What follows belongs to an exercise in optimizing a design on an open flow for small area and a short achievable clock period; a production flow would make more cautious choices.
At most, simulation tests tie the RTL to the original design; equivalence was not proved.
Power is estimated from default activity; no workload was simulated.

==> inputs of trial 57 <==
==> flow/design.v <==
`default_nettype none
`timescale 1ns/1ps
package spi_ram_pkg;
    localparam logic [1:0] CMD_WR_ADDR = 2'b00;
    localparam logic [1:0] CMD_WR_DATA = 2'b01;
    localparam logic [1:0] CMD_RD_ADDR = 2'b10;
    localparam logic [1:0] CMD_RD_DATA = 2'b11;
endpackage
`default_nettype wire
`default_nettype none
`timescale 1ns/1ps
module spi_sp_ram #(
    parameter int WIDTH = 8,
    parameter int RINGS = 32,
    parameter int SLOTS = 8
) (
    input  logic                         clk,
    input  logic                         wload,
    input  logic [7:0]                   waddr,
    input  logic [WIDTH-1:0]             wdata,
    input  logic [7:0]                   raddr,
    output logic                         hit,
    output logic [WIDTH-1:0]             dout
);
    localparam int SW = $clog2(SLOTS);
    logic [SW-1:0]                 r_phase;
    logic [RINGS*SLOTS*WIDTH-1:0]  r_ring;
    logic                          r_whit;
    logic                          r_rhit;
    logic [7-SW:0]                 r_rsel;
    logic [SW-1:0]                 w_phase_nx;
    logic [WIDTH-1:0]              w_tap [RINGS];
    assign w_phase_nx = r_phase + 1'b1;
    always_ff @(posedge clk) begin
        r_phase <= w_phase_nx;
        r_whit  <= !wload && (w_phase_nx == waddr[SW-1:0]);
        r_rhit  <= (r_phase == raddr[SW-1:0]);
        r_rsel  <= raddr[7:SW];
    end
    genvar r, k;
    generate
        for (r = 0; r < RINGS; r++) begin : g_ring
            logic w_we;
            assign w_we = r_whit && (waddr[7:SW] == r);
            for (k = 0; k < SLOTS - 1; k++) begin : g_slot
                always_ff @(posedge clk) begin
                    r_ring[(r*SLOTS + k)*WIDTH +: WIDTH] <= r_ring[(r*SLOTS + k + 1)*WIDTH +: WIDTH];
                end
            end
            assign w_tap[r] = r_ring[(r*SLOTS + SLOTS - 1)*WIDTH +: WIDTH];
            always_ff @(posedge clk) begin
                r_ring[(r*SLOTS + SLOTS - 1)*WIDTH +: WIDTH] <=
                    w_we ? wdata : r_ring[(r*SLOTS)*WIDTH +: WIDTH];
            end
        end
    endgenerate
    assign hit  = r_rhit;
    assign dout = w_tap[r_rsel];
endmodule
`default_nettype wire
`default_nettype none
`timescale 1ns/1ps
module spi_slave_ram_burst #(
    parameter int WIDTH     = 8,
    parameter int MEM_DEPTH = 256,
    parameter int AUTO_INC  = 1
) (
    input  logic clk,
    input  logic rst,
    input  logic SS_n,
    input  logic MOSI,
    output logic MISO,
    output logic busy,
    output logic frame_err
);
    logic             r_recv;
    logic             r_exec;
    logic             r_rdout;
    logic             r_done;
    logic             r_busy;
    logic [3:0]       r_cnt;
    logic [9:0]       r_shift;
    logic [7:0]       r_wr_addr;
    logic [7:0]       r_rd_addr;
    logic [7:0]       r_waddr;
    logic [7:0]       r_wdata;
    logic [7:0]       r_rbuf;
    logic             r_miso;
    logic             r_frame_err;
    logic [1:0]       w_cmd;
    logic [7:0]       w_payload;
    logic             w_hit;
    logic [7:0]       w_dout;
    logic             w_last;
    logic             w_wload;
    assign w_cmd     = r_shift[9:8];
    assign w_payload = r_shift[7:0];
    assign w_last    = (r_cnt == 4'd9);
    assign w_wload   = r_exec && (w_cmd == spi_ram_pkg::CMD_WR_DATA);
    spi_sp_ram #(
        .WIDTH (WIDTH)
    ) u_ram (
        .clk   (clk),
        .wload (w_wload),
        .waddr (r_waddr),
        .wdata (r_wdata),
        .raddr (r_rd_addr),
        .hit   (w_hit),
        .dout  (w_dout)
    );
    always_ff @(posedge clk) begin
        r_shift <= {r_shift[8:0], MOSI};
    end
    always_ff @(posedge clk) begin
        if (!r_busy || (r_recv && w_last))
            r_cnt <= '0;
        else if (r_recv || r_rdout)
            r_cnt <= r_cnt + 1'b1;
    end
    always_ff @(posedge clk) begin
        if (w_wload) begin
            r_waddr <= r_wr_addr;
            r_wdata <= w_payload;
        end
    end
    always_ff @(posedge clk) begin
        if (r_rdout)
            r_rbuf <= {r_rbuf[6:0], 1'b0};
        else if (w_hit)
            r_rbuf <= w_dout;
    end
    always_ff @(posedge clk or posedge rst) begin
        if (rst) begin
            r_recv      <= 1'b0;
            r_exec      <= 1'b0;
            r_rdout     <= 1'b0;
            r_done      <= 1'b0;
            r_busy      <= 1'b0;
            r_wr_addr   <= '0;
            r_rd_addr   <= '0;
            r_miso      <= 1'b0;
            r_frame_err <= 1'b0;
        end else begin
            r_recv      <= (!r_busy && !SS_n) || (r_recv && !SS_n && !w_last);
            r_exec      <= r_recv && !SS_n && w_last;
            r_rdout     <= (r_exec && !SS_n && (w_cmd == spi_ram_pkg::CMD_RD_DATA)) ||
                           (r_rdout && !SS_n && (r_cnt != 4'd8));
            r_done      <= (r_exec && !SS_n && (w_cmd != spi_ram_pkg::CMD_RD_DATA)) ||
                           (r_rdout && !SS_n && (r_cnt == 4'd8)) ||
                           (r_done && !SS_n);
            r_busy      <= !SS_n;
            r_miso      <= r_rdout && !SS_n && (r_cnt != 4'd8) && r_rbuf[7];
            r_frame_err <= r_recv && SS_n;
            if (r_exec) begin
                case (w_cmd)
                    spi_ram_pkg::CMD_WR_ADDR: r_wr_addr <= w_payload;
                    spi_ram_pkg::CMD_WR_DATA: r_wr_addr <= r_wr_addr + 1'b1;
                    spi_ram_pkg::CMD_RD_ADDR: r_rd_addr <= w_payload;
                    default:                  r_rd_addr <= r_rd_addr + 1'b1;
                endcase
            end
        end
    end
    assign MISO      = r_miso;
    assign busy      = r_busy;
    assign frame_err = r_frame_err;
endmodule
`default_nettype wire
==> flow/run.sh <==
#!/bin/bash
# synth_recipe.tcl (not shown) runs the flow's synth.tcl, then flattens the netlist and writes it again
# the make line also repeats each setting of config.mk as NAME=value (left out here)
make -C /OpenROAD-flow-scripts/flow DESIGN_CONFIG=/design/flow/config.mk WORK_HOME=/design/flow/orfs CLKGATE_MAP_FILE= SYNTH_SCRIPT=/design/flow/synth_recipe.tcl finish
==> flow/config.mk <==
export PLATFORM = sky130hd
export DESIGN_NAME = spi_slave_ram_burst
export DESIGN_NICKNAME = spi_slave_ram_burst
export VERILOG_FILES = /design/flow/design.v
export SDC_FILE = /design/flow/constraint.sdc
export NUM_CORES = 4
export LEC_CHECK = 0
export CAP_MARGIN = 20
export CORE_MARGIN = 2
export CORE_UTILIZATION = 70
export CTS_BUF_LIST = sky130_fd_sc_hd__clkbuf_16
export CTS_CLUSTER_DIAMETER = 60
export CTS_CLUSTER_SIZE = 30
export SETUP_SLACK_MARGIN = 2.5
export SLEW_MARGIN = 20
export TNS_END_PERCENT = 10
==> flow/constraint.sdc <==
create_clock -name core_clock -period 4.5 [get_ports {clk}]
set_input_delay 0.9000 -clock core_clock [delete_from_list [all_inputs] [get_ports {clk}]]
set_output_delay 0.9000 -clock core_clock [all_outputs]
set_load 0.01 [all_outputs]
==> build 56: changes against trial 57 <==
--- a/flow/design.v
+++ b/flow/design.v
@@ -18,5 +18,5 @@
     input  logic                         wload,
     input  logic [7:0]                   waddr,
-    input  logic [WIDTH-1:0]             wdata,
+    input  logic [WIDTH-1:0]             wdata_n,
     input  logic [7:0]                   raddr,
     output logic                         hit,
@@ -26,7 +26,8 @@
     logic [SW-1:0]                 r_phase;
     logic [RINGS*SLOTS*WIDTH-1:0]  r_ring;
-    logic                          r_whit;
+    logic [7:0]                    r_whi;
+    logic [3:0]                    r_wlo;
     logic                          r_rhit;
-    logic [7-SW:0]                 r_rsel;
+    logic [RINGS-1:0]              r_rsel;
     logic [SW-1:0]                 w_phase_nx;
     logic [WIDTH-1:0]              w_tap [RINGS];
@@ -34,7 +35,8 @@
     always_ff @(posedge clk) begin
         r_phase <= w_phase_nx;
-        r_whit  <= !wload && (w_phase_nx == waddr[SW-1:0]);
+        r_whi   <= (!wload && (w_phase_nx == waddr[SW-1:0])) ? (8'd1 << waddr[7:5]) : 8'd0;
+        r_wlo   <= 4'd1 << waddr[4:3];
         r_rhit  <= (r_phase == raddr[SW-1:0]);
-        r_rsel  <= raddr[7:SW];
+        r_rsel  <= RINGS'(1) << raddr[7:SW];
     end
     genvar r, k;
@@ -42,5 +44,5 @@
         for (r = 0; r < RINGS; r++) begin : g_ring
             logic w_we;
-            assign w_we = r_whit && (waddr[7:SW] == r);
+            assign w_we = r_whi[r / 4] && r_wlo[r % 4];
             for (k = 0; k < SLOTS - 1; k++) begin : g_slot
                 always_ff @(posedge clk) begin
@@ -51,10 +53,13 @@
             always_ff @(posedge clk) begin
                 r_ring[(r*SLOTS + SLOTS - 1)*WIDTH +: WIDTH] <=
-                    w_we ? wdata : r_ring[(r*SLOTS)*WIDTH +: WIDTH];
+                    w_we ? ~wdata_n : r_ring[(r*SLOTS)*WIDTH +: WIDTH];
             end
         end
     endgenerate
+    always_comb begin
+        dout = '0;
+        for (int i = 0; i < RINGS; i++) dout = dout | (w_tap[i] & {WIDTH{r_rsel[i]}});
+    end
     assign hit  = r_rhit;
-    assign dout = w_tap[r_rsel];
 endmodule
 `default_nettype wire
@@ -84,5 +89,5 @@
     logic [7:0]       r_rd_addr;
     logic [7:0]       r_waddr;
-    logic [7:0]       r_wdata;
+    logic [7:0]       r_wdata_n;
     logic [7:0]       r_rbuf;
     logic             r_miso;
@@ -104,5 +109,5 @@
         .wload (w_wload),
         .waddr (r_waddr),
-        .wdata (r_wdata),
+        .wdata_n (r_wdata_n),
         .raddr (r_rd_addr),
         .hit   (w_hit),
@@ -121,5 +126,5 @@
         if (w_wload) begin
             r_waddr <= r_wr_addr;
-            r_wdata <= w_payload;
+            r_wdata_n <= ~w_payload;
         end
     end
CORE_UTILIZATION = 82   (was 70)
CTS_CLUSTER_SIZE = 24   (was 30)
TNS_END_PERCENT = 100   (was 10)
==> notes <==
Of trial 57 and build 56, trial 57 has the higher synthesized area (gap about 0.8%, measured against build 56).
In trial 57 the maximum frequency is lower than in build 56, by 7.5%.
Sequential power is about the same in trial 57 and build 56.
Of build 56 and trial 57, trial 57 has the higher critical path depth (gap 3).
Register-to-register slack: build 56 is higher than trial 57 (260 ps).
Against build 56, the die area of trial 57 is higher by 18%.
Synthesized cell count: build 56 is higher than trial 57 (8.5%).
Against build 56, the power of trial 57 is lower by about 1.7%.
Against trial 57, the clock skew of build 56 is lower by 19 ps.
Only the layout flow was run in trial 57; the RTL was not checked for function there.

[static timing again, ports no longer ideal]
Ports are ideal in the flow. The routed layouts listed here were re-timed in OpenROAD.
Step 1, drivers: a clkbuf_16 drives clk and a buf_2 each remaining input, both assumed.
Step 2 moves the port delays by t, midway between the first and last clock arrival at a register: inputs arrive t later, outputs are due t later. That takes back most of the time a late clock gives input paths.
a / b / c = ideal ports / drivers / drivers and shift; a / b = the first two.
| run | t, ns | slack for setup (ns) | worst register clock-pin slew, ns |
|---|---|---|---|
| trial 57 | 0.748 | 2.192 / 2.164 / 2.192 | 0.12 / 0.12 |
| build 56 | 0.756 | 2.365 / 2.299 / 2.450 | 0.11 / 0.11 |
After both steps every run listed still meets setup and hold.
